What follows belongs to an exercise in optimizing a design on an open flow for small area; a production flow would make more cautious choices. Function was checked by simulation only, so behaviour that the tests miss may differ from the original. Power is estimated from default activity; no workload was simulated.

==> flow/design.v <==
package tag_mem_pkg;
    localparam logic RSP_OK  = 1'b0;
    localparam logic RSP_ERR = 1'b1;
    localparam int DEF_INIT_VAL   = 0;
    localparam int DEF_LOCK_DEPTH = 16;
    function automatic int clog2(input int n);
        int r;
        r = 0;
        for (int k = 0; k < 32; k++) begin
            if ((1 << r) < n) r++;
        end
        if (r < 1) r = 1;
        clog2 = r;
    endfunction
endpackage
module tag_rr_arbiter
#(
    parameter int NUM_CH = 2,
    localparam int IDX_W = tag_mem_pkg::clog2(NUM_CH)
) (
    input  logic              clk,
    input  logic              rst,
    input  logic [NUM_CH-1:0] i_req,
    input  logic              i_advance,
    output logic [NUM_CH-1:0] o_grant,
    output logic [IDX_W-1:0]  o_idx,
    output logic [IDX_W-1:0]  o_ptr
);
    logic [IDX_W-1:0] r_ptr;
    logic [IDX_W-1:0] w_cand;
    logic             w_found;
    always_comb begin
        o_grant = '0;
        o_idx   = '0;
        w_cand  = '0;
        w_found = 1'b0;
        for (int k = 0; k < NUM_CH; k++) begin
            w_cand = IDX_W'((int'(r_ptr) + k) % NUM_CH);
            if (!w_found && i_req[w_cand]) begin
                w_found         = 1'b1;
                o_grant[w_cand] = 1'b1;
                o_idx           = w_cand;
            end
        end
    end
    always_ff @(posedge clk or posedge rst) begin
        if (rst) begin
            r_ptr <= '0;
        end else if (i_advance) begin
            r_ptr <= IDX_W'((int'(o_idx) + 1) % NUM_CH);
        end
    end
    assign o_ptr = r_ptr;
endmodule
module tag_mem_arb
#(
    parameter int DATA_W     = 16,
    parameter int ADDR_W     = 6,
    parameter int NUM_CH     = 2,
    parameter int LOCK_DEPTH = tag_mem_pkg::DEF_LOCK_DEPTH,
    parameter logic [DATA_W-1:0] INIT_VAL = DATA_W'(tag_mem_pkg::DEF_INIT_VAL),
    localparam int DEPTH     = 2 ** ADDR_W,
    localparam int IDX_W     = tag_mem_pkg::clog2(NUM_CH)
) (
    input  logic                     clk,
    input  logic                     rst,
    input  logic [NUM_CH-1:0]        req_valid,
    output logic [NUM_CH-1:0]        req_ready,
    input  logic [NUM_CH-1:0]        req_we,
    input  logic [NUM_CH*ADDR_W-1:0] req_addr,
    input  logic [NUM_CH*DATA_W-1:0] req_wdata,
    output logic                     rsp_valid,
    output logic [IDX_W-1:0]         rsp_ch,
    output logic [DATA_W-1:0]        rsp_data,
    output logic                     rsp_err,
    input  logic                     i_lock,
    output logic                     o_locked
);
    logic [NUM_CH-1:0] w_grant;
    logic [IDX_W-1:0]  w_idx;
    logic [IDX_W-1:0]  w_ptr;
    logic              w_xfer;
    logic              w_we;
    logic [ADDR_W-1:0] w_addr;
    logic [DATA_W-1:0] w_wdata;
    logic              w_prot;
    logic              w_wr;
    logic [DATA_W-1:0] r_mem [DEPTH];
    logic [DEPTH-1:0]  r_valid;
    logic [ADDR_W-1:0] r_addr;
    logic              r_locked;
    tag_rr_arbiter #(.NUM_CH(NUM_CH)) u_arb (
        .clk       (clk),
        .rst       (rst),
        .i_req     (req_valid),
        .i_advance (w_xfer),
        .o_grant   (w_grant),
        .o_idx     (w_idx),
        .o_ptr     (w_ptr)
    );
    assign req_ready = w_grant;
    assign w_xfer    = |w_grant;
    assign w_we      = req_we[w_idx];
    assign w_addr    = req_addr[w_idx*ADDR_W +: ADDR_W];
    assign w_wdata   = req_wdata[w_idx*DATA_W +: DATA_W];
    assign w_prot    = r_locked && (int'(w_addr) < LOCK_DEPTH);
    assign w_wr      = w_xfer && w_we && !w_prot;
    assign w_wdatan  = ~w_wdata;
    always_ff @(posedge clk or posedge rst) begin
        if (rst) begin
            r_valid   <= '0;
            r_locked  <= 1'b0;
            rsp_valid <= 1'b0;
            rsp_ch    <= '0;
            rsp_err   <= tag_mem_pkg::RSP_OK;
        end else begin
            if (i_lock) r_locked <= 1'b1;
            rsp_valid <= w_xfer;
            if (w_xfer) begin
                rsp_ch  <= w_idx;
                rsp_err <= (w_we && w_prot) ? tag_mem_pkg::RSP_ERR : tag_mem_pkg::RSP_OK;
            end
            if (w_wr) r_valid[w_addr] <= 1'b1;
        end
    end
    always_ff @(posedge clk) begin
        if (w_xfer) r_addr <= w_addr;
    end
    logic [DEPTH-1:0] w_wseln;
    logic [DATA_W-1:0] w_wdatan;
    logic [DEPTH-1:0] w_rsel;
    logic [DATA_W-1:0] w_rdata;
    always_comb begin
        for (int i = 0; i < DEPTH; i++) begin
            w_wseln[i] = !(w_wr && (w_addr == ADDR_W'(i)));
            w_rsel[i] = r_valid[i] && (r_addr == ADDR_W'(i));
        end
    end
    logic [DEPTH*DATA_W-1:0] w_q;
    logic [DEPTH*DATA_W-1:0] w_d;
    tag_mem_wmux #(.DATA_W(DATA_W), .DEPTH(DEPTH)) u_wmux (
        .i_seln   (w_wseln),
        .i_wdatan (w_wdatan),
        .i_q     (w_q),
        .o_d     (w_d)
    );
    for (genvar i = 0; i < DEPTH; i++) begin : g_word
        assign w_q[i*DATA_W +: DATA_W] = r_mem[i];
        always_ff @(posedge clk) begin
            r_mem[i] <= w_d[i*DATA_W +: DATA_W];
        end
    end
    tag_mem_rmux #(.DATA_W(DATA_W), .DEPTH(DEPTH)) u_rmux (
        .i_sel  (w_rsel),
        .i_q    (w_q),
        .o_data (w_rdata)
    );
    assign rsp_data = w_rdata | (INIT_VAL & {DATA_W{~|w_rsel}});
    assign o_locked = r_locked;
    logic w_unused;
    assign w_unused = ^w_ptr;
endmodule
module tag_mem_wmux
#(
    parameter int DATA_W = 16,
    parameter int DEPTH  = 64
) (
    input  logic [DEPTH-1:0]        i_seln,
    input  logic [DATA_W-1:0]       i_wdatan,
    input  logic [DEPTH*DATA_W-1:0] i_q,
    output logic [DEPTH*DATA_W-1:0] o_d
);
    logic [DEPTH*DATA_W-1:0] w_seln_bits;
    logic [DEPTH*DATA_W-1:0] w_wdatan_bits;
    logic [DEPTH*DATA_W-1:0] w_hold_n;
    for (genvar i = 0; i < DEPTH; i++) begin : g_word
        assign w_seln_bits[i*DATA_W +: DATA_W]   = {DATA_W{i_seln[i]}};
        assign w_wdatan_bits[i*DATA_W +: DATA_W] = i_wdatan;
    end
    tag_mem_nand2 #(.W(DEPTH*DATA_W)) u_hold (
        .i_a (i_q),
        .i_b (w_seln_bits),
        .o_y (w_hold_n)
    );
    tag_mem_o21ai #(.W(DEPTH*DATA_W)) u_next (
        .i_a1 (w_wdatan_bits),
        .i_a2 (w_seln_bits),
        .i_b1 (w_hold_n),
        .o_y  (o_d)
    );
endmodule
module tag_mem_nand2
#(
    parameter int W = 1
) (
    input  logic [W-1:0] i_a,
    input  logic [W-1:0] i_b,
    output logic [W-1:0] o_y
);
    assign o_y = ~(i_a & i_b);
endmodule
module tag_mem_o21ai
#(
    parameter int W = 1
) (
    input  logic [W-1:0] i_a1,
    input  logic [W-1:0] i_a2,
    input  logic [W-1:0] i_b1,
    output logic [W-1:0] o_y
);
    assign o_y = ~((i_a1 | i_a2) & i_b1);
endmodule
module tag_mem_rmux
#(
    parameter int DATA_W = 16,
    parameter int DEPTH  = 64,
    localparam int NGRP  = DEPTH / 3,
    localparam int NREST = DEPTH - 3 * NGRP
) (
    input  logic [DEPTH-1:0]        i_sel,
    input  logic [DEPTH*DATA_W-1:0] i_q,
    output logic [DATA_W-1:0]       o_data
);
    logic [NGRP*DATA_W-1:0] w_grp_n;
    for (genvar g = 0; g < NGRP; g++) begin : g_grp
        tag_mem_aoi222 #(.W(DATA_W)) u_aoi (
            .i_a1 ({DATA_W{i_sel[3*g]}}),
            .i_a2 (i_q[(3*g)*DATA_W +: DATA_W]),
            .i_b1 ({DATA_W{i_sel[3*g+1]}}),
            .i_b2 (i_q[(3*g+1)*DATA_W +: DATA_W]),
            .i_c1 ({DATA_W{i_sel[3*g+2]}}),
            .i_c2 (i_q[(3*g+2)*DATA_W +: DATA_W]),
            .o_y  (w_grp_n[g*DATA_W +: DATA_W])
        );
    end
    always_comb begin
        o_data = '0;
        for (int g = 0; g < NGRP; g++) o_data = o_data | ~w_grp_n[g*DATA_W +: DATA_W];
        for (int k = 3 * NGRP; k < DEPTH; k++)
            o_data = o_data | ({DATA_W{i_sel[k]}} & i_q[k*DATA_W +: DATA_W]);
    end
endmodule
module tag_mem_aoi222
#(
    parameter int W = 1
) (
    input  logic [W-1:0] i_a1,
    input  logic [W-1:0] i_a2,
    input  logic [W-1:0] i_b1,
    input  logic [W-1:0] i_b2,
    input  logic [W-1:0] i_c1,
    input  logic [W-1:0] i_c2,
    output logic [W-1:0] o_y
);
    assign o_y = ~((i_a1 & i_a2) | (i_b1 & i_b2) | (i_c1 & i_c2));
endmodule
==> flow/flow/run.sh <==
#!/bin/bash
set -euo pipefail
export BUFFER_PORTS_ARGS="-buffer_cell sky130_fd_sc_hd__buf_2"
export CTS_ARGS="-sink_clustering_enable -repair_clock_nets -buf_list sky130_fd_sc_hd__clkbuf_8 -sink_clustering_size 16 -sink_clustering_max_diameter 50 -dont_use_dummy_load"
export RECOVER_POWER=100
bash standard.sh finish > flow.log 2>&1
==> flow/standard.sh <==
#!/bin/bash
# synth_recipe.tcl (not shown) runs the flow's synth.tcl, then flattens the netlist and writes it again
# the make line also repeats each setting of config.mk as NAME=value (left out here)
make -C /OpenROAD-flow-scripts/flow DESIGN_CONFIG=/design/flow/config.mk WORK_HOME=/design/flow/orfs CLKGATE_MAP_FILE= SYNTH_SCRIPT=/design/flow/synth_recipe.tcl "${@:-finish}"
==> flow/config.mk <==
export PLATFORM = sky130hd
export DESIGN_NAME = tag_mem_arb
export DESIGN_NICKNAME = tag_mem_arb
export VERILOG_FILES = /design/flow/design.v
export SDC_FILE = /design/flow/constraint.sdc
export NUM_CORES = 4
export LEC_CHECK = 0
export CAP_MARGIN = 20
export CORE_MARGIN = 2
export CORE_UTILIZATION = 40
export CTS_BUF_LIST = sky130_fd_sc_hd__clkbuf_8
export CTS_CLUSTER_DIAMETER = 50
export CTS_CLUSTER_SIZE = 16
export SETUP_SLACK_MARGIN = 0.2
export SLEW_MARGIN = 20
export SYNTH_HIERARCHICAL = 1
==> flow/constraint.sdc <==
create_clock -name core_clock -period 6.0 [get_ports {clk}]
set_input_delay 1.2000 -clock core_clock [delete_from_list [all_inputs] [get_ports {clk}]]
set_output_delay 1.2000 -clock core_clock [all_outputs]
set_load 0.01 [all_outputs]
==> impl_metrics.xml, run 1 <==
<?xml version="1.0" encoding="UTF-8"?>
<metrics>
  <group name="critical_path">
    <metric name="critical_path_s_largest_stage_delay" unit="ps">1180</metric>
    <metric name="crit_family" unit="">simple AND/OR/NAND/NOR gates</metric>
    <metric name="cp.arrival" unit="ps">4760</metric>
    <metric name="worst_path_max_delay_cell" unit="">nor4_1</metric>
    <metric name="critical_path_required" unit="ps">4800</metric>
    <metric name="depth_of_the_critical_timing_path_with_buffers_and_inverters_included" unit="">8</metric>
    <metric name="worstSetupStartpointType" unit="">flip-flop</metric>
    <metric name="cp_num_buf_inv" unit="">2</metric>
    <metric name="cp-end-kind" unit="">primary output</metric>
    <metric name="r2r_cells" unit="">6</metric>
    <metric name="worstPathMaxFanout" unit="">16</metric>
    <metric name="crit_chain" unit="">and2_1, and3_1, clkbuf_1, a222oi_1, nand4_1, nor4_1, nand2_1, buf_2</metric>
    <metric name="worst-setup-path-type" unit="">flip-flop to primary output</metric>
  </group>
  <group name="global_routing">
    <metric name="largest_net_degree_at_the_start_of_global_routing" unit="">69</metric>
    <metric name="grt_pass1_vias" unit="">28500</metric>
    <metric name="grt-ovfl-total" unit="">0</metric>
    <metric name="grt_antenna_before_repair" unit="">10</metric>
    <metric name="gr-usage-all-layers" unit="%">24.2</metric>
    <metric name="grt_pass1_wl" unit="mm">183</metric>
  </group>
  <group name="detailed_routing">
    <metric name="wl_per_cell" unit="µm">22.3</metric>
    <metric name="drt-total-wl" unit="mm">122</metric>
    <metric name="via_count" unit="">32300</metric>
    <metric name="antenna_left" unit="">0</metric>
    <metric name="detailedRoute.firstPassIterationCount" unit="">10</metric>
    <metric name="avgViaCountPerCell" unit="">5.88</metric>
    <metric name="total_drc_errors_in_the_routed_layout" unit="">0</metric>
    <metric name="drc_violation_total_after_the_first_tritonroute_iteration" unit="">4718</metric>
  </group>
  <group name="synth">
    <metric name="post_synth_num_cell_types" unit="">58</metric>
    <metric name="seq_area_frac_synth" unit="%">58.9</metric>
    <metric name="mappedNetlistNets" unit="">4057</metric>
    <metric name="synth_ff_type" unit="">dfxtp_1</metric>
    <metric name="synth.top_cell.area_share" unit="%">53.9</metric>
    <metric name="synth_top_family_by_area" unit="">compound AO/OA/AOI/OAI gates</metric>
    <metric name="synth_top_cells_by_area" unit="">dfxtp_1, o21ai_0, nand2_1</metric>
    <metric name="syn_avg_cell_area" unit="µm²">9.51</metric>
    <metric name="yosysWarningCount" unit="">10</metric>
    <metric name="synth_compound_area_share" unit="%">24.7</metric>
    <metric name="synth_enable_flop_cells" unit="">6</metric>
    <metric name="post_synth_xor_area_fraction" unit="%">0.0460</metric>
    <metric name="synthesis.area" unit="µm²">38000</metric>
    <metric name="ys_async_sr_fraction" unit="%">6.28</metric>
    <metric name="postSynthRegisterBits" unit="">1099</metric>
    <metric name="synth_simple_gate_area_share" unit="%">15.0</metric>
    <metric name="synth_cells" unit="">4002</metric>
    <metric name="yosys-mux-area-fraction" unit="%">0.651</metric>
    <metric name="synth_adder_area_share" unit="%">0.132</metric>
    <metric name="synth_area_leader_cell" unit="">dfxtp_1</metric>
  </group>
  <group name="clocking">
    <metric name="ctsLongestPathBuffers" unit="">3</metric>
    <metric name="cts_root_buffer" unit="">clkbuf_8</metric>
    <metric name="tritoncts_clock_tree" unit="">yes</metric>
    <metric name="ctsHtreeMaxLevel" unit="">3</metric>
    <metric name="post_cts_resize_count" unit="">0</metric>
    <metric name="post_cts_hold_buffer_count" unit="">0</metric>
    <metric name="clock_pin_slew_on_the_worst_setup_and_hold_paths" unit="ps">70</metric>
    <metric name="tritoncts_num_sinks" unit="">1099</metric>
    <metric name="total_clock_buffers_created_by_cts" unit="">107</metric>
    <metric name="worstSkewPairLatency" unit="ps">800</metric>
    <metric name="postCtsSetupBuffers" unit="">0</metric>
  </group>
  <group name="power_and_ir_drop">
    <metric name="worst_ir_drop_vdd" unit="V">0.000237</metric>
    <metric name="p_per_area" unit="nW/µm²">339</metric>
    <metric name="static-leakage-power" unit="µW">0.0155</metric>
  </group>
  <group name="finish">
    <metric name="area_growth" unit="%">10.6</metric>
    <metric name="layout.cells.most_common_list" unit="">nand2_1, o21ai_0, dfxtp_1, a222oi_1, clkbuf_8</metric>
    <metric name="layout.nets" unit="">4289</metric>
    <metric name="layout.cells.most_common" unit="">nand2_1</metric>
    <metric name="filler_cell_count" unit="">9357</metric>
    <metric name="layout.cells.non_filler" unit="">5499</metric>
    <metric name="drive_gt1_share" unit="%">7.40</metric>
    <metric name="final_util" unit="%">44.5</metric>
    <metric name="postLayoutCellArea" unit="µm²">42100</metric>
  </group>
  <group name="sta">
    <metric name="timing.setup.tns" unit="ps">0</metric>
    <metric name="maxSlewHeadroom" unit="%">-162</metric>
    <metric name="grt_setup_unrepaired" unit="">no</metric>
    <metric name="finalSetupViolCount" unit="">0</metric>
    <metric name="worstMarginPinSlew" unit="ps">3940</metric>
    <metric name="layout_setup_ws" unit="ps">39.5</metric>
    <metric name="max_clock_skew" unit="ps">71.1</metric>
    <metric name="period_share" unit="%">99.3</metric>
    <metric name="finalMaxSlewViolations" unit="">87</metric>
    <metric name="max_freq" unit="GHz">0.168</metric>
    <metric name="final-hold-violation-count" unit="">0</metric>
    <metric name="period_needed" unit="ps">5960</metric>
  </group>
  <group name="die">
    <metric name="io_pins" unit="">73</metric>
    <metric name="initial_utilization" unit="%">40.2</metric>
    <metric name="fp.dieArea" unit="µm²">97600</metric>
    <metric name="die-height" unit="µm">312</metric>
    <metric name="fp.dieW" unit="µm">312</metric>
    <metric name="row_count" unit="">113</metric>
    <metric name="core_region_area" unit="µm²">94600</metric>
  </group>
  <group name="placement">
    <metric name="placed_cells" unit="">5390</metric>
    <metric name="detailed_place.area" unit="µm²">40700</metric>
    <metric name="routabilityCongestion" unit="">0.914</metric>
    <metric name="pre_cts_slack" unit="ps">1020</metric>
    <metric name="placement.io_buffers" unit="">72</metric>
    <metric name="dpl.hpwl" unit="mm">78.5</metric>
  </group>
  <group name="status">
    <metric name="status" unit="">failed layout checks</metric>
    <metric name="checks_failing_at_layout_checks" unit="">max-capacitance violations, max-slew violations</metric>
  </group>
  <group name="flow_run">
    <metric name="max-cap-violations" unit="">2</metric>
  </group>
  <group name="worst_hold_path">
    <metric name="hold_path.class" unit="">primary input to asynchronous set/reset pin</metric>
  </group>
</metrics>
## final cells by class
class	count	area (µm²)	share of cell area [%]
timing repair buffer	154	922	2.19
multi-input combinational	2861	15700	37.2
inverter	11	41.3	0.0981
tap	1265	1580	3.76
clock buffer	107	1470	3.50
antenna	2	5.00	0.0119
sequential	1099	22400	53.2
## logic make-up after synthesis
logic type / Yosys count
buffers and inverters: 42
AO/OA/AOI/OAI: 1467
flip-flops: 1099
XOR/XNOR: 2
multiplexers: 23
AND/OR/NAND/NOR: 1365
adder cells (fa/ha/maj): 4
## worst paths after layout
check	startpoint	end	slack [ps]
max	r_addr[4]$_DFFE_PP_	rsp_data[6]	40
min	rst	asynchronous set/reset pin	300
max reg2reg	flip-flop	r_mem[6][6]$_DFF_P_	730
min reg2reg	r_valid[4]$_DFFE_PP0P_	r_valid[4]$_DFFE_PP0P_	440
max in group asynchronous	rst	r_valid[53]$_DFFE_PP0P_	1750
min in group core_clock	r_valid[4]$_DFFE_PP0P_	r_valid[4]$_DFFE_PP0P_	440
## report_power, final
group / total [µW] / switching [µW] / internal [µW]
clock network: 3940 / 2370 / 1580
registers: 8900 / 532 / 8370
logic: 1410 / 854 / 560
## cell usage after synthesis, drive strengths merged (2+ instances only)
| cell type | count |
|---|---|
| nor3b | 2 |
| a21boi | 2 |
| dfrtp | 69 |
| o21a | 3 |
| o21bai | 40 |
| nand2 | 1094 |
| a222oi | 336 |
| ha | 4 |
| nand4 | 64 |
| dfxtp | 1024 |
| nand3 | 53 |
| inv | 11 |
| mux2i | 19 |
| a21o | 10 |
| a31o | 15 |
| clkbuf | 18 |
| nor4 | 18 |
| edfxtp | 6 |
| nor3 | 15 |
| nor2b | 2 |
| buf | 13 |
| or2 | 6 |
| o21ai | 1033 |
| a32o | 2 |
| nand2b | 7 |
| xnor2 | 2 |
| o31ai | 2 |
| nor2 | 23 |
| a211oi | 16 |
| a21oi | 2 |
| nor4b | 2 |
| and3 | 64 |
| and2 | 11 |
| mux2 | 4 |
## per-layer routing
| layer | wire [µm] | vias to the layer above | GRT usage [%] |
|---|---|---|---|
| li1 | - | 15300 | - |
| met1 | 55100 | 15500 | 35.1 |
| met2 | 52900 | 1355 | 36.2 |
| met3 | 10900 | 188 | 4.33 |
| met4 | 3470 | 16 | 7.86 |
| met5 | 111 | - | 0 |
## flip-flops by register name (all words and copies together) (netlist names), named ones only
| signal | flops |
|---|---|
| r_valid | 64 |
| rsp_err | 1 |
| r_mem | 1024 |
| rsp_valid | 1 |
| rsp_ch | 1 |
| r_locked | 1 |
| r_addr | 6 |
## through the flow
stage	hold WS [ps]	total power [µW]
2_1_floorplan	420	9880
3_3_place_gp	429	10400
3_5_place_dp	436	10500
4_1_cts	257	14300
5_1_grt	299	15000
6_report	303	14300
==> run 2, diff against run 1 <==
==> flow/flow/run.sh (replaced) <==
#!/bin/bash
set -euo pipefail
export BUFFER_PORTS_ARGS="-buffer_cell sky130_fd_sc_hd__buf_2"
export CTS_ARGS="-sink_clustering_enable -repair_clock_nets -buf_list sky130_fd_sc_hd__clkbuf_8 -sink_clustering_size 16 -sink_clustering_max_diameter 50 -dont_use_dummy_load"
bash standard.sh finish > flow.log 2>&1
==> run 2 against run 1 <==
Effect of this change: the run now finishes clean; sequential share of layout area down 0.12 points; non-clock buffer count unchanged; sequential power is essentially flat; synthesized cell count stayed put; final cell count barely moved; combinational power about the same; utilization is 0.10 points higher; setup slack gained 260 ps; synthesized area unchanged; wire length fell by 0.30%; critical path type unchanged.
==> impl_metrics.xml, run 2 <==
<?xml version="1.0" encoding="UTF-8"?>
<metrics>
  <group name="finish">
    <metric name="area_growth" unit="%">10.9</metric>
    <metric name="largest_register_ff_count" unit="">1024</metric>
    <metric name="drive_gt1_share" unit="%">8.18</metric>
    <metric name="layout.cells.non_filler" unit="">5500</metric>
    <metric name="layout_top_registers" unit="">r_mem x1024, r_valid x64, r_addr x6</metric>
    <metric name="filler_cell_count" unit="">9333</metric>
    <metric name="layout.cells.most_common_list" unit="">nand2_1, o21ai_0, dfxtp_1, a222oi_1, clkbuf_8</metric>
    <metric name="layout.nets" unit="">4289</metric>
    <metric name="layout.cells.most_common" unit="">nand2_1</metric>
    <metric name="max_flop_register" unit="">r_mem</metric>
  </group>
  <group name="sta">
    <metric name="maxSlewHeadroom" unit="%">24.9</metric>
    <metric name="grt_setup_unrepaired" unit="">no</metric>
    <metric name="final-hold-violation-count" unit="">0</metric>
    <metric name="timing.setup.tns" unit="ps">0</metric>
    <metric name="max_clock_skew" unit="ps">62.7</metric>
    <metric name="max_freq" unit="GHz">0.175</metric>
    <metric name="layout_setup_ws" unit="ps">301</metric>
    <metric name="finalSetupViolCount" unit="">0</metric>
    <metric name="finalMaxSlewViolations" unit="">0</metric>
    <metric name="period_share" unit="%">95.0</metric>
    <metric name="period_needed" unit="ps">5700</metric>
    <metric name="worstMarginPinSlew" unit="ps">1120</metric>
  </group>
  <group name="synth">
    <metric name="synth_area_leader_cell" unit="">dfxtp_1</metric>
    <metric name="synth_cells" unit="">4002</metric>
    <metric name="synth_ff_type" unit="">dfxtp_1</metric>
    <metric name="yosysMostFrequentCell" unit="">nand2_1</metric>
    <metric name="synth_enable_flop_cells" unit="">6</metric>
    <metric name="post_synth_num_cell_types" unit="">58</metric>
    <metric name="synth.top_cell.area_share" unit="%">53.9</metric>
    <metric name="syn_avg_cell_area" unit="µm²">9.51</metric>
    <metric name="seq_area_frac_synth" unit="%">58.9</metric>
    <metric name="synthesis.area" unit="µm²">38000</metric>
    <metric name="synth_top_cells_by_area" unit="">dfxtp_1, o21ai_0, nand2_1</metric>
    <metric name="synth_commonest_cells" unit="">nand2_1, o21ai_0, dfxtp_1</metric>
    <metric name="yosysWarningCount" unit="">10</metric>
    <metric name="mappedNetlistNets" unit="">4057</metric>
    <metric name="postSynthRegisterBits" unit="">1099</metric>
    <metric name="ys_async_sr_fraction" unit="%">6.28</metric>
  </group>
  <group name="critical_path">
    <metric name="worstSetupStartpointType" unit="">flip-flop</metric>
    <metric name="cp-end-kind" unit="">primary output</metric>
    <metric name="cp.arrival" unit="ps">4500</metric>
    <metric name="critical_path_required" unit="ps">4800</metric>
    <metric name="worstPathMaxFanout" unit="">16</metric>
    <metric name="r2r_slack" unit="ps">2240</metric>
    <metric name="worst-setup-path-type" unit="">flip-flop to primary output</metric>
  </group>
  <group name="worst_hold_path">
    <metric name="hold_path.class" unit="">primary input to asynchronous set/reset pin</metric>
  </group>
  <group name="power_and_ir_drop">
    <metric name="static-leakage-power" unit="µW">0.0156</metric>
    <metric name="p_per_area" unit="nW/µm²">338</metric>
    <metric name="worst_ir_drop_vdd" unit="V">0.000238</metric>
    <metric name="p_total" unit="µW">14300</metric>
  </group>
  <group name="global_routing">
    <metric name="met3_usage" unit="%">4.33</metric>
    <metric name="gr-usage-all-layers" unit="%">24.2</metric>
    <metric name="largest_net_degree_at_the_start_of_global_routing" unit="">69</metric>
    <metric name="grt.met1_usage" unit="%">35.1</metric>
    <metric name="use_met2" unit="%">36.2</metric>
    <metric name="grt_pass1_wl" unit="mm">183</metric>
    <metric name="layer_carrying_the_most_global_route_usage" unit="">met2</metric>
    <metric name="grt_antenna_before_repair" unit="">10</metric>
    <metric name="grt-ovfl-total" unit="">0</metric>
    <metric name="grt_pass1_vias" unit="">28500</metric>
  </group>
  <group name="clocking">
    <metric name="cts_root_buffer" unit="">clkbuf_8</metric>
    <metric name="tritoncts_num_sinks" unit="">1099</metric>
    <metric name="ctsLongestPathBuffers" unit="">3</metric>
    <metric name="postCtsSetupBuffers" unit="">0</metric>
    <metric name="worstSkewPairLatency" unit="ps">790</metric>
    <metric name="clock_pin_slew_on_the_worst_setup_and_hold_paths" unit="ps">70</metric>
    <metric name="tritoncts_clock_tree" unit="">yes</metric>
    <metric name="total_clock_buffers_created_by_cts" unit="">107</metric>
    <metric name="ctsHtreeMaxLevel" unit="">3</metric>
  </group>
  <group name="detailed_routing">
    <metric name="via_count" unit="">32300</metric>
    <metric name="antenna_left" unit="">0</metric>
    <metric name="avgViaCountPerCell" unit="">5.86</metric>
    <metric name="wl_per_cell" unit="µm">22.2</metric>
    <metric name="drt-total-wl" unit="mm">122</metric>
    <metric name="detailedRoute.firstPassIterationCount" unit="">10</metric>
    <metric name="total_drc_errors_in_the_routed_layout" unit="">0</metric>
    <metric name="drc_violation_total_after_the_first_tritonroute_iteration" unit="">4621</metric>
  </group>
  <group name="die">
    <metric name="die-height" unit="µm">312</metric>
    <metric name="core_region_area" unit="µm²">94600</metric>
    <metric name="fp.dieArea" unit="µm²">97600</metric>
    <metric name="row_count" unit="">113</metric>
    <metric name="io_pins" unit="">73</metric>
    <metric name="initial_utilization" unit="%">40.2</metric>
    <metric name="fp.dieW" unit="µm">312</metric>
  </group>
  <group name="status">
    <metric name="status" unit="">timing/DRC/antenna clean</metric>
  </group>
  <group name="placement">
    <metric name="placement.io_buffers" unit="">72</metric>
    <metric name="placed_cells" unit="">5390</metric>
    <metric name="routabilityCongestion" unit="">0.914</metric>
    <metric name="dpl.hpwl" unit="mm">78.5</metric>
    <metric name="pre_cts_slack" unit="ps">1020</metric>
  </group>
  <group name="flow_run">
    <metric name="max-cap-violations" unit="">0</metric>
  </group>
</metrics>
==> run 2: cell counts after synthesis <==
No cell type changed its count.
==> run 2: logic make-up (layout without fill, tap and decap cells) <==
kind of cell	count (synthesis)	after routing	share of synthesized area (%)
adder cells (fa/ha/maj)	4	4	0.132
buffers and inverters	42	272	0.559
XOR/XNOR	2	2	0.0460
flip-flops	1099	1099	58.9
AND/OR/NAND/NOR	1365	1365	15.0
multiplexers	23	23	0.651
AO/OA/AOI/OAI	1467	1467	24.7
other	0	3	0
==> run 2: what timing repair did <==
item                                    4_1_cts  5_1_grt
gates resized for setup                       0        1
endpoints found under the setup margin        0        1
hold buffers                                  0        0
==> run 2: through the flow <==
| step | instance area [µm²] | utilization [%] | hold WS [ps] |
|---|---|---|---|
| 6_report | 42200 | 44.6 | 311 |
| 5_1_grt | 42200 | 44.6 | 300 |
| 4_1_cts | 42100 | 44.6 | 257 |
| 3_5_place_dp | 40700 | 43.0 | 436 |
| 3_3_place_gp | 40700 | 43.0 | 429 |
| 2_1_floorplan | 38000 | - | 420 |
==> run 2: area by class of cell <==
cell class / count / area, µm² / share of cell area, %
Sequential cell: 1099 / 22400 / 53.1
Multi-Input combinational cell: 2861 / 15700 / 37.2
Tap cell: 1265 / 1580 / 3.75
Clock buffer: 107 / 1470 / 3.49
Timing Repair Buffer: 154 / 976 / 2.31
Inverter: 11 / 41.3 / 0.0979
Antenna cell: 3 / 7.51 / 0.0178
==> run 2: worst paths after layout <==
kind / from / to / cells past startpoint
worst max-delay path: r_addr[4]$_DFFE_PP_ / rsp_data[7] / 8
worst min-delay path: rst / asynchronous set/reset pin / 2
worst max register to register: flip-flop / r_mem[48][13]$_DFF_P_ / 10
worst min register to register: r_valid[8]$_DFFE_PP0P_ / r_valid[8]$_DFFE_PP0P_ / 1
max in group asynchronous: rst / r_valid[12]$_DFFE_PP0P_ / 3
min in group core_clock: r_valid[8]$_DFFE_PP0P_ / r_valid[8]$_DFFE_PP0P_ / 1
==> run 2: critical path, cell delays in order, from the launching register on <==
cell      delay (ps)
edfxtp_1         420
and2_1           380
and3_1           500
buf_4            280
a222oi_1         420
nand4_1          430
nor4_1           950
nand2_1          170
buf_2            200
==> run 2: where the power goes <==
| part | internal (µW) | switching [µW] | total, µW |
|---|---|---|---|
| Sequential | 8370 | 531 | 8900 |
| Combinational | 568 | 856 | 1420 |
| Clock | 1580 | 2360 | 3940 |
==> run 2: per-layer routing <==
layer	vias up	share of wire (%)
met5	-	0.091
met4	16	3.1
met3	196	8.9
met2	1417	43
met1	15300	45
li1	15300	-
==> run 3, diff against run 2 <==
--- a/flow/config.mk
+++ b/flow/config.mk
@@ -11,6 +11,7 @@
 export CTS_BUF_LIST = sky130_fd_sc_hd__clkbuf_8
 export CTS_CLUSTER_DIAMETER = 50
 export CTS_CLUSTER_SIZE = 16
+export GPL_TIMING_DRIVEN = 0
 export SETUP_SLACK_MARGIN = 0.2
 export SLEW_MARGIN = 20
 export SYNTH_HIERARCHICAL = 1
==> run 3 against run 2 <==
Effect of this change: via count decreased by 1.2%; combinational power increased by 8%; sequential power about the same; critical path type unchanged; largest cell class unchanged.
==> impl_metrics.xml, run 3 <==
<?xml version="1.0" encoding="UTF-8"?>
<metrics>
  <group name="detailed_routing">
    <metric name="via_count" unit="">31900</metric>
    <metric name="total_drc_errors_in_the_routed_layout" unit="">0</metric>
    <metric name="drc_violation_total_after_the_first_tritonroute_iteration" unit="">4492</metric>
    <metric name="wl_met2" unit="mm">52.3</metric>
    <metric name="avgViaCountPerCell" unit="">5.80</metric>
    <metric name="m1WireLength" unit="mm">53.2</metric>
    <metric name="route.top_layer_used" unit="">met4</metric>
    <metric name="detailedRoute.firstPassIterationCount" unit="">9</metric>
    <metric name="antenna_left" unit="">0</metric>
    <metric name="wl_per_cell" unit="µm">21.8</metric>
    <metric name="drt-total-wl" unit="mm">120</metric>
    <metric name="detailroute.wirelength.met3" unit="mm">10.9</metric>
  </group>
  <group name="global_routing">
    <metric name="largest_net_degree_at_the_start_of_global_routing" unit="">38</metric>
    <metric name="grt_pass1_wl" unit="mm">178</metric>
    <metric name="gr-usage-all-layers" unit="%">23.6</metric>
    <metric name="grt_pass1_vias" unit="">28300</metric>
    <metric name="grt_antenna_before_repair" unit="">6</metric>
    <metric name="grt-ovfl-total" unit="">0</metric>
  </group>
  <group name="synth">
    <metric name="yosysWarningCount" unit="">10</metric>
    <metric name="mappedNetlistNets" unit="">4057</metric>
    <metric name="seq_area_frac_synth" unit="%">58.9</metric>
    <metric name="synth_adder_area_share" unit="%">0.132</metric>
    <metric name="synth_ff_type" unit="">dfxtp_1</metric>
    <metric name="yosysMostFrequentCell" unit="">nand2_1</metric>
    <metric name="synth_compound_area_share" unit="%">24.7</metric>
    <metric name="synth_simple_gate_area_share" unit="%">15.0</metric>
    <metric name="post_synth_xor_area_fraction" unit="%">0.0460</metric>
    <metric name="yosys-mux-area-fraction" unit="%">0.651</metric>
    <metric name="synth_commonest_cells" unit="">nand2_1, o21ai_0, dfxtp_1</metric>
    <metric name="synth_area_leader_cell" unit="">dfxtp_1</metric>
    <metric name="synth_top_family_by_area" unit="">compound AO/OA/AOI/OAI gates</metric>
    <metric name="post_synth_num_cell_types" unit="">58</metric>
    <metric name="synth_top_cells_by_area" unit="">dfxtp_1, o21ai_0, nand2_1</metric>
    <metric name="synthesis.area" unit="µm²">38000</metric>
    <metric name="ys_async_sr_fraction" unit="%">6.28</metric>
    <metric name="synth.top_cell.area_share" unit="%">53.9</metric>
    <metric name="synth_cells" unit="">4002</metric>
    <metric name="syn_avg_cell_area" unit="µm²">9.51</metric>
    <metric name="synth_enable_flop_cells" unit="">6</metric>
    <metric name="postSynthRegisterBits" unit="">1099</metric>
  </group>
  <group name="sta">
    <metric name="period_share" unit="%">96.6</metric>
    <metric name="max_clock_skew" unit="ps">68.4</metric>
    <metric name="final-hold-violation-count" unit="">0</metric>
    <metric name="worstMarginPinSlew" unit="ps">1150</metric>
    <metric name="maxSlewHeadroom" unit="%">22.7</metric>
    <metric name="layout_setup_ws" unit="ps">202</metric>
    <metric name="finalMaxSlewViolations" unit="">0</metric>
    <metric name="max_freq" unit="GHz">0.172</metric>
    <metric name="finalSetupViolCount" unit="">0</metric>
    <metric name="period_needed" unit="ps">5800</metric>
    <metric name="grt_setup_unrepaired" unit="">no</metric>
  </group>
  <group name="die">
    <metric name="die-height" unit="µm">312</metric>
    <metric name="core_region_area" unit="µm²">94600</metric>
    <metric name="initial_utilization" unit="%">40.2</metric>
    <metric name="fp.dieArea" unit="µm²">97600</metric>
    <metric name="io_pins" unit="">73</metric>
    <metric name="row_count" unit="">113</metric>
    <metric name="fp.dieW" unit="µm">312</metric>
  </group>
  <group name="critical_path">
    <metric name="worst-setup-path-type" unit="">flip-flop to primary output</metric>
    <metric name="cp-end-kind" unit="">primary output</metric>
    <metric name="crit_family" unit="">simple AND/OR/NAND/NOR gates</metric>
    <metric name="worstSetupStartpointType" unit="">flip-flop</metric>
    <metric name="depth_of_the_critical_timing_path_with_buffers_and_inverters_included" unit="">8</metric>
    <metric name="cp.arrival" unit="ps">4600</metric>
    <metric name="r2r_slack" unit="ps">590</metric>
    <metric name="cp_num_buf_inv" unit="">2</metric>
    <metric name="critical_path_s_largest_stage_delay" unit="ps">730</metric>
    <metric name="cp-endpoint" unit="">rsp_data[9]</metric>
    <metric name="crit_chain" unit="">and2_1, clkbuf_1, and3_1, a222oi_1, nand4_1, nor4_2, nand2_1, buf_2</metric>
    <metric name="worstPathMaxFanout" unit="">16</metric>
    <metric name="reg2reg_to" unit="">r_mem[21][9]$_DFF_P_</metric>
    <metric name="critical_path_required" unit="ps">4800</metric>
    <metric name="worst_path_max_delay_cell" unit="">nor4_2</metric>
    <metric name="r2r_cells" unit="">12</metric>
    <metric name="cp-startpoint" unit="">r_addr[4]$_DFFE_PP_</metric>
  </group>
  <group name="finish">
    <metric name="layout_top_registers" unit="">r_mem x1024, r_valid x64, r_addr x6</metric>
    <metric name="layout.cells.most_common_list" unit="">nand2_1, o21ai_0, dfxtp_1, a222oi_1, clkbuf_8</metric>
    <metric name="drive_gt1_share" unit="%">8.43</metric>
    <metric name="layout.cells.non_filler" unit="">5494</metric>
    <metric name="max_flop_register" unit="">r_mem</metric>
    <metric name="filler_cell_count" unit="">9274</metric>
    <metric name="layout.cells.most_common" unit="">nand2_1</metric>
    <metric name="area_growth" unit="%">12.6</metric>
    <metric name="largest_register_ff_count" unit="">1024</metric>
    <metric name="layout.nets" unit="">4280</metric>
  </group>
  <group name="power_and_ir_drop">
    <metric name="worst_ir_drop_vdd" unit="V">0.000244</metric>
    <metric name="p_int" unit="µW">10600</metric>
    <metric name="p_per_area" unit="nW/µm²">335</metric>
    <metric name="static-leakage-power" unit="µW">0.0158</metric>
    <metric name="net-switching-power" unit="µW">3760</metric>
    <metric name="comb_power_share" unit="%">10.7</metric>
    <metric name="p_total" unit="µW">14300</metric>
    <metric name="netSwitchingFraction" unit="%">26.2</metric>
    <metric name="power_frac_clock" unit="%">27.3</metric>
    <metric name="share_seq_of_total_power" unit="%">62.0</metric>
  </group>
  <group name="clocking">
    <metric name="ctsHtreeMaxLevel" unit="">3</metric>
    <metric name="worstSkewPairLatency" unit="ps">750</metric>
    <metric name="ctsLongestPathBuffers" unit="">3</metric>
    <metric name="tritoncts_num_sinks" unit="">1099</metric>
    <metric name="postCtsSetupBuffers" unit="">0</metric>
    <metric name="tritoncts_clock_tree" unit="">yes</metric>
    <metric name="cts_root_buffer" unit="">clkbuf_8</metric>
    <metric name="total_clock_buffers_created_by_cts" unit="">106</metric>
    <metric name="clock_pin_slew_on_the_worst_setup_and_hold_paths" unit="ps">80</metric>
  </group>
  <group name="placement">
    <metric name="dpl.hpwl" unit="mm">79.4</metric>
    <metric name="placement.io_buffers" unit="">71</metric>
    <metric name="placed_cells" unit="">5379</metric>
    <metric name="routabilityCongestion" unit="">0.948</metric>
    <metric name="pre_cts_slack" unit="ps">-75.5</metric>
  </group>
  <group name="flow_run">
    <metric name="max-cap-violations" unit="">0</metric>
  </group>
  <group name="status">
    <metric name="status" unit="">timing/DRC/antenna clean</metric>
  </group>
  <group name="worst_hold_path">
    <metric name="hold_path.class" unit="">primary input to asynchronous set/reset pin</metric>
  </group>
</metrics>
## run 3: cell count changes in the layout (fill, tap and decap cells not counted), sizes merged
cell	previous run	this run
buf	154	127
clkbuf	107	125
diode	3	6
## run 3: per-layer routing
| layer | global-route usage (%) | up-vias |
|---|---|---|
| met5 | 0 | - |
| met4 | 8.28 | 0 |
| met3 | 5.50 | 148 |
| met2 | 35.5 | 1297 |
| met1 | 33.0 | 15100 |
| li1 | - | 15300 |
## run 3: kinds of logic (layout without fill, tap and decap cells)
logic type / Yosys count / after routing
and+or+nand+nor: 1365 / 1365
buffers and inverters: 42 / 263
DFF: 1099 / 1099
xor gates and xnor gates: 2 / 2
muxes: 23 / 23
AOI/OAI and AO/OA: 1467 / 1467
other: 0 / 6
adders and majority gates: 4 / 4
## run 3: worst min path at each step
stage,endpoint,slack [ps],from,cells past startpoint
2_1_floorplan,r_valid[20]$_DFFE_PP0P_,420,r_valid[20]$_DFFE_PP0P_,1
3_3_place_gp,r_valid[8]$_DFFE_PP0P_,430,r_valid[8]$_DFFE_PP0P_,1
3_5_place_dp,r_valid[4]$_DFFE_PP0P_,440,r_valid[4]$_DFFE_PP0P_,1
4_1_cts,asynchronous set/reset pin,260,rst,2
5_1_grt,asynchronous set/reset pin,290,rst,2
6_report,asynchronous set/reset pin,300,rst,2
## run 3: worst register-to-register path, stage by stage, from the launching register on
cell and delay [ps]:
dfrtp_1 380, nand2b_4 150, and2_1 140, buf_6 140
buf_4 180, buf_2 210, buf_2 490, mux2i_1 490
ha_1 270, clkbuf_1 510, clkbuf_1 820, nand3_1 1060
o21ai_0 440
## run 3: power by group through the flow
stage / Sequential [µW] / Clock, µW / Combinational (µW)
2_1_floorplan: 8910 / 0 / 977
3_3_place_gp: 9020 / 0 / 1300
5_1_grt: 9010 / 4310 / 1740
3_5_place_dp: 9040 / 0 / 1520
6_report: 8890 / 3920 / 1530
4_1_cts: 8880 / 4030 / 1520
## run 3: repair_timing
action,in CTS,in global routing
gates cloned,0,0
pin swaps,0,0
hold buffers,0,0
resized for setup,7,2
endpoints found under the setup margin,7,2
## run 3: layout make-up
cell class | count | area [µm²] | area share, %
diodes | 6 | 15.0 | 0.0351
plain buffers | 31 | 173 | 0.403
clock buffers | 106 | 1460 | 3.41
inverters | 11 | 43.8 | 0.102
multi-input cells | 2861 | 15900 | 37.2
flip-flops and latches | 1099 | 22400 | 52.3
well taps | 1265 | 1580 | 3.69
repair buffers | 115 | 1240 | 2.90
## run 3: stage by stage
step,utilization (%),hold slack [ps],cell area (µm²),setup TNS (ps)
global placement,42.3,430,40000,-1460860
global route,45.3,295,42800,0
detailed placement,43.6,436,41200,-411
finish,45.3,303,42800,0
floorplan,-,420,38000,0
CTS,45.2,256,42700,0
==> run 4, diff against run 3 <==
==> flow/flow/run.sh (replaced) <==
#!/bin/bash
set -euo pipefail
export BUFFER_PORTS_ARGS="-buffer_cell sky130_fd_sc_hd__buf_2"
export CTS_ARGS="-sink_clustering_enable -repair_clock_nets -buf_list sky130_fd_sc_hd__clkbuf_16 -sink_clustering_size 28 -sink_clustering_max_diameter 70 -dont_use_dummy_load"
bash standard.sh finish > flow.log 2>&1
--- a/flow/config.mk
+++ b/flow/config.mk
@@ -8,10 +8,9 @@
 export CAP_MARGIN = 20
 export CORE_MARGIN = 2
 export CORE_UTILIZATION = 40
-export CTS_BUF_LIST = sky130_fd_sc_hd__clkbuf_8
-export CTS_CLUSTER_DIAMETER = 50
-export CTS_CLUSTER_SIZE = 16
-export GPL_TIMING_DRIVEN = 0
+export CTS_BUF_LIST = sky130_fd_sc_hd__clkbuf_16
+export CTS_CLUSTER_DIAMETER = 70
+export CTS_CLUSTER_SIZE = 28
 export SETUP_SLACK_MARGIN = 0.2
 export SLEW_MARGIN = 20
 export SYNTH_HIERARCHICAL = 1
==> run 4 against run 3 <==
Effect of this change: clock power down 3%; clock-buffer cell count shrank 54; cell area decreased by 2.0%; clock skew shrank 6.9 ps; utilization down 0.89 points; critical endpoint is now rsp_data[6]; via count increased by 0.28%; sequential share of layout area is 1.0 points higher; critical path depth did not move; wire length up 1.5%; critical path type unchanged; largest power group unchanged; still clean.
==> impl_metrics.xml, run 4 <==
<?xml version="1.0" encoding="UTF-8"?>
<metrics>
  <group name="status">
    <metric name="status" unit="">timing/DRC/antenna clean</metric>
  </group>
  <group name="synth">
    <metric name="yosysMostFrequentCell" unit="">nand2_1</metric>
    <metric name="seq_area_frac_synth" unit="%">58.9</metric>
    <metric name="synth_area_leader_cell" unit="">dfxtp_1</metric>
    <metric name="synth.top_cell.area_share" unit="%">53.9</metric>
    <metric name="synthesis.area" unit="µm²">38000</metric>
    <metric name="synth_cells" unit="">4002</metric>
    <metric name="syn_avg_cell_area" unit="µm²">9.51</metric>
    <metric name="mappedNetlistNets" unit="">4057</metric>
    <metric name="post_synth_num_cell_types" unit="">58</metric>
    <metric name="postSynthRegisterBits" unit="">1099</metric>
    <metric name="yosysWarningCount" unit="">10</metric>
    <metric name="synth_ff_type" unit="">dfxtp_1</metric>
    <metric name="synth_top_cells_by_area" unit="">dfxtp_1, o21ai_0, nand2_1</metric>
    <metric name="synth_commonest_cells" unit="">nand2_1, o21ai_0, dfxtp_1</metric>
    <metric name="synth_enable_flop_cells" unit="">6</metric>
    <metric name="ys_async_sr_fraction" unit="%">6.28</metric>
  </group>
  <group name="critical_path">
    <metric name="critical_path_required" unit="ps">4800</metric>
    <metric name="reg2reg_to" unit="">r_mem[48][13]$_DFF_P_</metric>
    <metric name="worstPathMaxFanout" unit="">16</metric>
    <metric name="r2r_slack" unit="ps">2230</metric>
    <metric name="r2r_cells" unit="">10</metric>
    <metric name="cp-endpoint" unit="">rsp_data[6]</metric>
    <metric name="cp.arrival" unit="ps">4660</metric>
    <metric name="cp-startpoint" unit="">r_addr[4]$_DFFE_PP_</metric>
    <metric name="worstSetupStartpointType" unit="">flip-flop</metric>
    <metric name="cp-end-kind" unit="">primary output</metric>
    <metric name="worst-setup-path-type" unit="">flip-flop to primary output</metric>
  </group>
  <group name="finish">
    <metric name="layout.cells.most_common" unit="">nand2_1</metric>
    <metric name="largest_register_ff_count" unit="">1024</metric>
    <metric name="max_flop_register" unit="">r_mem</metric>
    <metric name="layout.cells.non_filler" unit="">5443</metric>
    <metric name="area_growth" unit="%">10.4</metric>
    <metric name="final_util" unit="%">44.4</metric>
    <metric name="postLayoutCellArea" unit="µm²">42000</metric>
    <metric name="layout.nets" unit="">4234</metric>
    <metric name="layout_top_registers" unit="">r_mem x1024, r_valid x64, r_addr x6</metric>
    <metric name="drive_gt1_share" unit="%">6.94</metric>
    <metric name="layout.cells.most_common_list" unit="">nand2_1, o21ai_0, dfxtp_1, a222oi_1, buf_4</metric>
    <metric name="filler_cell_count" unit="">9301</metric>
  </group>
  <group name="power_and_ir_drop">
    <metric name="static-leakage-power" unit="µW">0.0155</metric>
    <metric name="p_total" unit="µW">14100</metric>
    <metric name="p_per_area" unit="nW/µm²">336</metric>
    <metric name="worst_ir_drop_vdd" unit="V">0.000261</metric>
  </group>
  <group name="die">
    <metric name="die-height" unit="µm">312</metric>
    <metric name="fp.dieArea" unit="µm²">97600</metric>
    <metric name="fp.dieW" unit="µm">312</metric>
    <metric name="core_region_area" unit="µm²">94600</metric>
    <metric name="initial_utilization" unit="%">40.2</metric>
    <metric name="io_pins" unit="">73</metric>
    <metric name="row_count" unit="">113</metric>
  </group>
  <group name="clocking">
    <metric name="cts_root_buffer" unit="">clkbuf_16</metric>
    <metric name="ctsHtreeMaxLevel" unit="">2</metric>
    <metric name="post_cts_resize_count" unit="">0</metric>
    <metric name="tritoncts_num_sinks" unit="">1099</metric>
    <metric name="postCtsSetupBuffers" unit="">0</metric>
    <metric name="total_clock_buffers_created_by_cts" unit="">52</metric>
    <metric name="worstSkewPairLatency" unit="ps">640</metric>
    <metric name="ctsLongestPathBuffers" unit="">3</metric>
    <metric name="clock_pin_slew_on_the_worst_setup_and_hold_paths" unit="ps">110</metric>
    <metric name="post_cts_hold_buffer_count" unit="">0</metric>
    <metric name="tritoncts_clock_tree" unit="">yes</metric>
  </group>
  <group name="detailed_routing">
    <metric name="antenna_left" unit="">0</metric>
    <metric name="drt-total-wl" unit="mm">121</metric>
    <metric name="wl_per_cell" unit="µm">22.3</metric>
    <metric name="via_count" unit="">32000</metric>
    <metric name="detailedRoute.firstPassIterationCount" unit="">8</metric>
    <metric name="drc_violation_total_after_the_first_tritonroute_iteration" unit="">4595</metric>
    <metric name="avgViaCountPerCell" unit="">5.87</metric>
    <metric name="total_drc_errors_in_the_routed_layout" unit="">0</metric>
  </group>
  <group name="worst_hold_path">
    <metric name="hold_path.class" unit="">primary input to asynchronous set/reset pin</metric>
  </group>
  <group name="sta">
    <metric name="worstMarginPinSlew" unit="ps">1340</metric>
    <metric name="final-hold-violation-count" unit="">0</metric>
    <metric name="finalMaxSlewViolations" unit="">0</metric>
    <metric name="period_share" unit="%">97.7</metric>
    <metric name="max_freq" unit="GHz">0.171</metric>
    <metric name="grt_setup_unrepaired" unit="">no</metric>
    <metric name="period_needed" unit="ps">5860</metric>
    <metric name="maxSlewHeadroom" unit="%">10.1</metric>
    <metric name="finalSetupViolCount" unit="">0</metric>
    <metric name="max_clock_skew" unit="ps">61.5</metric>
    <metric name="timing.setup.tns" unit="ps">0</metric>
  </group>
  <group name="global_routing">
    <metric name="grt_antenna_before_repair" unit="">7</metric>
    <metric name="grt_pass1_vias" unit="">28100</metric>
    <metric name="grt_pass1_wl" unit="mm">182</metric>
    <metric name="grt-ovfl-total" unit="">0</metric>
    <metric name="gr-usage-all-layers" unit="%">23.9</metric>
    <metric name="largest_net_degree_at_the_start_of_global_routing" unit="">69</metric>
  </group>
  <group name="placement">
    <metric name="detailed_place.area" unit="µm²">40700</metric>
    <metric name="placed_cells" unit="">5390</metric>
    <metric name="placement.io_buffers" unit="">72</metric>
    <metric name="dpl.hpwl" unit="mm">78.5</metric>
    <metric name="routabilityCongestion" unit="">0.914</metric>
  </group>
  <group name="flow_run">
    <metric name="max-cap-violations" unit="">0</metric>
  </group>
</metrics>
## run 4: cell counts after synthesis
No cell type changed its count.
## run 4: per-stage QoR
stage | worst slack, ps | hold slack (ps)
floorplan | 1430 | 420
global placement | 918 | 429
detailed placement | 1020 | 436
CTS | 293 | 357
global route | 250 | 383
finish | 136 | 396
## run 4: cell type report
type / instances / area (µm²) / area share [%]
clock buffer: 52 / 1300 / 3.10
antenna: 1 / 2.50 / 0.00596
timing repair buffer: 154 / 976 / 2.32
inverter: 11 / 41.3 / 0.0983
tap: 1265 / 1580 / 3.77
sequential: 1099 / 22400 / 53.4
multi-input combinational: 2861 / 15700 / 37.4
## run 4: worst max-delay path, stage by stage, from the launching register on
cell and delay (ps):
edfxtp_1 440, and2_1 380, and3_1 500, buf_4 280, a222oi_1 390, nand4_1 430, nor4_1 1200, nand2_1 160
buf_2 210
## run 4: how the worst min path moves through the flow
stage                            start                          to  slack (ps)  depth (start not counted)
2_1_floorplan  r_valid[20]$_DFFE_PP0P_     r_valid[20]$_DFFE_PP0P_         420                          1
3_3_place_gp   r_valid[20]$_DFFE_PP0P_     r_valid[20]$_DFFE_PP0P_         430                          1
3_5_place_dp   r_valid[24]$_DFFE_PP0P_     r_valid[24]$_DFFE_PP0P_         440                          1
4_1_cts                            rst  asynchronous set/reset pin         360                          2
5_1_grt                            rst  asynchronous set/reset pin         380                          2
6_report                           rst  asynchronous set/reset pin         400                          2
## run 4: cell families after synthesis
logic type,after synthesis,synth area share [%]
DFF,1099,58.9
and+or+nand+nor,1365,15.0
muxes,23,0.651
xor gates and xnor gates,2,0.0460
buffers and inverters,42,0.559
adders and majority gates,4,0.132
AOI/OAI and AO/OA,1467,24.7
## run 4: per-layer routing
metal | routed length (µm) | vias up | share of wire, % | track usage, %
met5 | 81 | - | 0.067 | 0
met4 | 3860 | 12 | 3.2 | 7.51
met1 | 54700 | 15200 | 45 | 34.8
li1 | - | 15300 | - | -
met2 | 52100 | 1313 | 43 | 35.7
met3 | 10500 | 174 | 8.6 | 4.35
## run 4: power breakdown
group          internal, µW  switching, µW
registers              8370            532
clock network          1550           2250
logic                   568            854
==> run 5, diff against run 4 <==
--- a/flow/config.mk
+++ b/flow/config.mk
@@ -7,10 +7,11 @@
 export LEC_CHECK = 0
 export CAP_MARGIN = 20
 export CORE_MARGIN = 2
-export CORE_UTILIZATION = 40
+export CORE_UTILIZATION = 55
 export CTS_BUF_LIST = sky130_fd_sc_hd__clkbuf_16
 export CTS_CLUSTER_DIAMETER = 70
 export CTS_CLUSTER_SIZE = 28
+export PLACE_DENSITY = 0.7
 export SETUP_SLACK_MARGIN = 0.2
 export SLEW_MARGIN = 20
 export SYNTH_HIERARCHICAL = 1
==> run 5 against run 4 <==
Effect of this change: still clean; die area decreased by 27%; critical path depth up 1; synthesized cell count did not move; non-clock buffer count fell by 1; largest power group unchanged.
==> impl_metrics.xml, run 5 <==
<?xml version="1.0" encoding="UTF-8"?>
<metrics>
  <group name="status">
    <metric name="status" unit="">timing/DRC/antenna clean</metric>
  </group>
  <group name="power_and_ir_drop">
    <metric name="p_per_area" unit="nW/µm²">338</metric>
    <metric name="static-leakage-power" unit="µW">0.0155</metric>
    <metric name="p_int" unit="µW">10400</metric>
    <metric name="comb_power_share" unit="%">10.4</metric>
    <metric name="power_frac_clock" unit="%">26.4</metric>
    <metric name="netSwitchingFraction" unit="%">25.9</metric>
    <metric name="worst_ir_drop_vdd" unit="V">0.000295</metric>
    <metric name="net-switching-power" unit="µW">3640</metric>
    <metric name="share_seq_of_total_power" unit="%">63.3</metric>
  </group>
  <group name="clocking">
    <metric name="ctsLongestPathBuffers" unit="">3</metric>
    <metric name="tritoncts_num_sinks" unit="">1099</metric>
    <metric name="post_cts_resize_count" unit="">0</metric>
    <metric name="post_cts_hold_buffer_count" unit="">0</metric>
    <metric name="tritoncts_clock_tree" unit="">yes</metric>
    <metric name="cts_root_buffer" unit="">clkbuf_16</metric>
    <metric name="worstSkewPairLatency" unit="ps">640</metric>
    <metric name="clock_pin_slew_on_the_worst_setup_and_hold_paths" unit="ps">100</metric>
    <metric name="postCtsSetupBuffers" unit="">0</metric>
    <metric name="total_clock_buffers_created_by_cts" unit="">50</metric>
    <metric name="ctsHtreeMaxLevel" unit="">2</metric>
  </group>
  <group name="die">
    <metric name="core_region_area" unit="µm²">68600</metric>
    <metric name="fp.dieW" unit="µm">267</metric>
    <metric name="io_pins" unit="">73</metric>
    <metric name="row_count" unit="">96</metric>
    <metric name="initial_utilization" unit="%">55.5</metric>
    <metric name="fp.dieArea" unit="µm²">71300</metric>
    <metric name="die-height" unit="µm">267</metric>
  </group>
  <group name="global_routing">
    <metric name="gr-usage-all-layers" unit="%">32.4</metric>
    <metric name="grt-ovfl-total" unit="">0</metric>
    <metric name="grt_pass1_wl" unit="mm">178</metric>
    <metric name="grt_pass1_vias" unit="">28500</metric>
    <metric name="grt_antenna_before_repair" unit="">1</metric>
    <metric name="largest_net_degree_at_the_start_of_global_routing" unit="">65</metric>
  </group>
  <group name="critical_path">
    <metric name="worstSetupStartpointType" unit="">flip-flop</metric>
    <metric name="cp.arrival" unit="ps">4470</metric>
    <metric name="critical_path_required" unit="ps">4800</metric>
    <metric name="cp-end-kind" unit="">primary output</metric>
    <metric name="cp-startpoint" unit="">r_addr[0]$_DFFE_PP_</metric>
    <metric name="worstPathMaxFanout" unit="">16</metric>
    <metric name="worst-setup-path-type" unit="">flip-flop to primary output</metric>
  </group>
  <group name="synth">
    <metric name="synthesis.area" unit="µm²">38000</metric>
    <metric name="synth_cells" unit="">4002</metric>
    <metric name="mappedNetlistNets" unit="">4057</metric>
    <metric name="synth_enable_flop_cells" unit="">6</metric>
    <metric name="yosysWarningCount" unit="">10</metric>
    <metric name="syn_avg_cell_area" unit="µm²">9.51</metric>
    <metric name="synth.top_cell.area_share" unit="%">53.9</metric>
    <metric name="synth_ff_type" unit="">dfxtp_1</metric>
    <metric name="yosysMostFrequentCell" unit="">nand2_1</metric>
    <metric name="synth_commonest_cells" unit="">nand2_1, o21ai_0, dfxtp_1</metric>
    <metric name="postSynthRegisterBits" unit="">1099</metric>
    <metric name="ys_async_sr_fraction" unit="%">6.28</metric>
    <metric name="post_synth_num_cell_types" unit="">58</metric>
    <metric name="seq_area_frac_synth" unit="%">58.9</metric>
    <metric name="synth_top_cells_by_area" unit="">dfxtp_1, o21ai_0, nand2_1</metric>
    <metric name="synth_area_leader_cell" unit="">dfxtp_1</metric>
  </group>
  <group name="finish">
    <metric name="largest_register_ff_count" unit="">1024</metric>
    <metric name="layout.nets" unit="">4231</metric>
    <metric name="postLayoutCellArea" unit="µm²">41600</metric>
    <metric name="layout_top_registers" unit="">r_mem x1024, r_valid x64, r_addr x6</metric>
    <metric name="layout.cells.most_common" unit="">nand2_1</metric>
    <metric name="drive_gt1_share" unit="%">6.90</metric>
    <metric name="final_util" unit="%">60.7</metric>
    <metric name="seq_area" unit="µm²">22400</metric>
    <metric name="max_flop_register" unit="">r_mem</metric>
    <metric name="area_growth" unit="%">9.33</metric>
    <metric name="layout.cells.non_filler" unit="">5105</metric>
    <metric name="multiInputGateArea" unit="µm²">15700</metric>
    <metric name="layout.cells.most_common_list" unit="">nand2_1, o21ai_0, dfxtp_1, a222oi_1, buf_4</metric>
    <metric name="filler_cell_count" unit="">6028</metric>
    <metric name="antenna_cells" unit="">0</metric>
  </group>
  <group name="placement">
    <metric name="placed_cells" unit="">5054</metric>
    <metric name="routabilityCongestion" unit="">1.03</metric>
    <metric name="dpl.hpwl" unit="mm">75.7</metric>
    <metric name="pre_cts_slack" unit="ps">1220</metric>
    <metric name="placement.io_buffers" unit="">72</metric>
    <metric name="detailed_place.area" unit="µm²">40300</metric>
  </group>
  <group name="sta">
    <metric name="grt_setup_unrepaired" unit="">no</metric>
    <metric name="layout_setup_ws" unit="ps">330</metric>
    <metric name="period_share" unit="%">94.5</metric>
    <metric name="period_needed" unit="ps">5670</metric>
    <metric name="max_freq" unit="GHz">0.176</metric>
    <metric name="final-hold-violation-count" unit="">0</metric>
    <metric name="max_clock_skew" unit="ps">46.8</metric>
    <metric name="maxSlewHeadroom" unit="%">22.6</metric>
    <metric name="worstMarginPinSlew" unit="ps">1150</metric>
    <metric name="finalMaxSlewViolations" unit="">0</metric>
    <metric name="finalSetupViolCount" unit="">0</metric>
    <metric name="timing.setup.tns" unit="ps">0</metric>
  </group>
  <group name="detailed_routing">
    <metric name="antenna_left" unit="">0</metric>
    <metric name="detailroute.wirelength.met3" unit="mm">12.1</metric>
    <metric name="drt-total-wl" unit="mm">118</metric>
    <metric name="avgViaCountPerCell" unit="">6.33</metric>
    <metric name="total_drc_errors_in_the_routed_layout" unit="">0</metric>
    <metric name="wl_per_cell" unit="µm">23.1</metric>
    <metric name="m1WireLength" unit="mm">51.4</metric>
    <metric name="detailedRoute.firstPassIterationCount" unit="">9</metric>
    <metric name="drc_violation_total_after_the_first_tritonroute_iteration" unit="">5309</metric>
    <metric name="route.top_layer_used" unit="">met4</metric>
    <metric name="wl_met2" unit="mm">50.0</metric>
    <metric name="via_count" unit="">32300</metric>
  </group>
  <group name="worst_hold_path">
    <metric name="hold_path.class" unit="">primary input to asynchronous set/reset pin</metric>
  </group>
  <group name="flow_run">
    <metric name="max-cap-violations" unit="">0</metric>
  </group>
</metrics>
[run 5: path summary, 6_finish.rpt]
kind                                         endpoint  slack (ps)  depth (start not counted)
max                                       rsp_data[9]         330                          9
min                        asynchronous set/reset pin         390                          2
max reg2reg                      r_mem[30][2]$_DFF_P_        2110                          8
min reg2reg                   r_valid[52]$_DFFE_PP0P_         460                          1
max in group asynchronous     r_valid[26]$_DFFE_PP0P_        4450                          3
min in group core_clock       r_valid[52]$_DFFE_PP0P_         460                          1
[run 5: area by class of cell]
type                            instances  share of cell area (%)
Multi-Input combinational cell       2861                    37.8
Clock buffer                           50                    3.01
Sequential cell                      1099                    53.9
Timing Repair Buffer                  153                    2.46
Inverter                               11                  0.0993
Tap cell                              931                    2.80
[run 5: cell families (layout without fill, tap and decap cells)]
family          count (synthesis)  count (layout)  share of synthesized area [%]
buf+inv                        42             214                          0.559
compound gates               1467            1467                           24.7
xor+xnor                        2               2                         0.0460
simple gates                 1365            1365                           15.0
flops                        1099            1099                           58.9
fa+ha+maj                       4               4                          0.132
mux                            23              23                          0.651
[run 5: layer usage]
metal	vias to the layer above	track usage (%)
met5	-	0
met4	0	11.4
met3	176	5.92
met2	1577	47.5
met1	15300	47.9
li1	15200	-
[run 5: metrics by stage]
step                hold WS, ps  total power, µW
floorplan                   420             9880
global placement            429            10400
detailed placement          438            10500
CTS                         368            14100
global route                382            14700
finish                      387            14100
[run 5: power by group through the flow]
stage	Sequential (µW)	Combinational [µW]	Clock (µW)
finish	8910	1460	3710
global route	9020	1660	4010
CTS	8890	1430	3760
detailed placement	9040	1430	0
global placement	9030	1350	0
floorplan	8910	977	0
[run 5: critical path: stages, from the launching register on]
cell	delay [ps]
edfxtp_1	470
nand2b_1	180
nor3_1	140
and3_1	490
a222oi_1	970
nand4_1	590
nor4_1	580
buf_4	190
nand2_1	40
buf_2	150
==> run 6, diff against run 5 <==
==> flow/flow/run.sh (replaced) <==
#!/bin/bash
set -euo pipefail
export BUFFER_PORTS_ARGS="-buffer_cell sky130_fd_sc_hd__buf_1"
export CTS_ARGS="-sink_clustering_enable -repair_clock_nets -buf_list sky130_fd_sc_hd__clkbuf_16 -sink_clustering_size 28 -sink_clustering_max_diameter 70 -dont_use_dummy_load"
bash standard.sh finish > flow.log 2>&1
--- a/flow/config.mk
+++ b/flow/config.mk
@@ -7,11 +7,10 @@
 export LEC_CHECK = 0
 export CAP_MARGIN = 20
 export CORE_MARGIN = 2
-export CORE_UTILIZATION = 55
+export CORE_UTILIZATION = 40
 export CTS_BUF_LIST = sky130_fd_sc_hd__clkbuf_16
 export CTS_CLUSTER_DIAMETER = 70
 export CTS_CLUSTER_SIZE = 28
-export PLACE_DENSITY = 0.7
 export SETUP_SLACK_MARGIN = 0.2
 export SLEW_MARGIN = 20
 export SYNTH_HIERARCHICAL = 1
==> run 6 against run 5 <==
Effect of this change: maximum frequency up 1.9%; worst hold slack worse by 6.0 ps; cell area up 0.84%; total power up 0.77%; sequential share of layout area is 0.45 points lower; largest cell class unchanged; global-route usage shrank 7.7 points; wire length grew 5.4%; flip-flop and latch count did not move; non-clock buffer count fell by 6; critical endpoint is now rsp_data[8]; utilization is 16 points lower; synthesized cell count is the same; first-iteration DRC count is 4.8% lower.
==> impl_metrics.xml, run 6 <==
<?xml version="1.0" encoding="UTF-8"?>
<metrics>
  <group name="finish">
    <metric name="drive_gt1_share" unit="%">5.25</metric>
    <metric name="layout.nets" unit="">4228</metric>
  </group>
  <group name="critical_path">
    <metric name="r2r_slack" unit="ps">2050</metric>
    <metric name="reg2reg_to" unit="">r_mem[26][4]$_DFF_P_</metric>
  </group>
  <group name="clocking">
    <metric name="total_clock_buffers_created_by_cts" unit="">53</metric>
    <metric name="clock_pin_slew_on_the_worst_setup_and_hold_paths" unit="ps">90</metric>
    <metric name="ctsLongestPathBuffers" unit="">3</metric>
    <metric name="cts_root_buffer" unit="">clkbuf_16</metric>
    <metric name="post_cts_resize_count" unit="">0</metric>
  </group>
  <group name="sta">
    <metric name="finalSetupViolCount" unit="">0</metric>
    <metric name="finalMaxSlewViolations" unit="">0</metric>
    <metric name="timing.setup.tns" unit="ps">0</metric>
    <metric name="max_clock_skew" unit="ps">83.6</metric>
  </group>
  <group name="synth">
    <metric name="syn_avg_cell_area" unit="µm²">9.51</metric>
    <metric name="post_synth_num_cell_types" unit="">58</metric>
    <metric name="synth_top_family_by_area" unit="">compound AO/OA/AOI/OAI gates</metric>
    <metric name="synth_simple_gate_area_share" unit="%">15.0</metric>
    <metric name="yosysMostFrequentCell" unit="">nand2_1</metric>
    <metric name="ys_async_sr_fraction" unit="%">6.28</metric>
    <metric name="synth_compound_area_share" unit="%">24.7</metric>
    <metric name="synth_area_leader_cell" unit="">dfxtp_1</metric>
    <metric name="post_synth_xor_area_fraction" unit="%">0.0460</metric>
    <metric name="yosysWarningCount" unit="">10</metric>
  </group>
  <group name="worst_hold_path">
    <metric name="hold_path.class" unit="">primary input to asynchronous set/reset pin</metric>
  </group>
  <group name="status">
    <metric name="status" unit="">timing/DRC/antenna clean</metric>
  </group>
  <group name="detailed_routing">
    <metric name="total_drc_errors_in_the_routed_layout" unit="">0</metric>
    <metric name="antenna_left" unit="">0</metric>
    <metric name="wl_per_cell" unit="µm">22.9</metric>
  </group>
  <group name="global_routing">
    <metric name="gr-usage-all-layers" unit="%">24.7</metric>
    <metric name="grt_antenna_before_repair" unit="">3</metric>
  </group>
  <group name="power_and_ir_drop">
    <metric name="p_per_area" unit="nW/µm²">338</metric>
    <metric name="worst_ir_drop_vdd" unit="V">0.000249</metric>
  </group>
  <group name="die">
    <metric name="fp.dieW" unit="µm">312</metric>
  </group>
  <group name="flow_run">
    <metric name="max-cap-violations" unit="">0</metric>
  </group>
</metrics>
[run 6: cell counts after synthesis]
No cell type changed its count.
[run 6: logic make-up (layout without fill, tap and decap cells)]
| kind of cell | count (synthesis) | count (layout) |
|---|---|---|
| AND/OR/NAND/NOR | 1365 | 1365 |
| XOR/XNOR | 2 | 2 |
| multiplexers | 23 | 23 |
| adder cells (fa/ha/maj) | 4 | 4 |
| buffers and inverters | 42 | 211 |
| flip-flops | 1099 | 1099 |
| AO/OA/AOI/OAI | 1467 | 1467 |
| other | 0 | 1 |
[run 6: worst max path at each step]
stage,end,slack [ps],cells past startpoint
floorplan,r_mem[0][0]$_DFF_P_,1430,8
global placement,rsp_data[8],1080,7
detailed placement,rsp_data[8],1110,7
CTS,rsp_data[8],420,7
global route,rsp_data[9],450,7
finish,rsp_data[8],440,8
[run 6: through the flow]
step	setup slack, ps	cells
after floorplan	1430	4002
after global placement	1080	5379
after detailed placement	1110	5380
after CTS	415	5433
after global routing	449	5436
final	436	5437
[run 6: area by class of cell]
cell class | count | area, µm² | area share [%]
diodes | 1 | 2.50 | 0.00597
clock buffers | 53 | 1330 | 3.16
inverters | 11 | 41.3 | 0.0984
multi-input cells | 2861 | 15700 | 37.5
flip-flops and latches | 1099 | 22400 | 53.4
well taps | 1265 | 1580 | 3.77
repair buffers | 147 | 876 | 2.09
[run 6: power by group]
group          internal (µW)  leakage [µW]  switching, µW
clock                   1580      0.000653           2270
combinational            561       0.00529            867
sequential              8370       0.00931            546
total                  10500        0.0152           3680
[run 6: worst reg2reg max path, delay by kind of cell, from the launching register on]
kind / cells / cell delay (ps)
adders and majority gates: 1 / 140
DFF: 1 / 390
buffers and inverters: 2 / 400
and+or+nand+nor: 4 / 2000
muxes: 1 / 490
AOI/OAI and AO/OA: 1 / 400
[run 6: layer usage]
metal | wire length, µm | global-route usage (%) | vias to the layer above
li1 | - | - | 15200
met1 | 56500 | 36.3 | 15400
met2 | 53400 | 37.1 | 1361
met3 | 10700 | 4.14 | 164
met4 | 3760 | 7.17 | 6
met5 | 41 | 0 | -
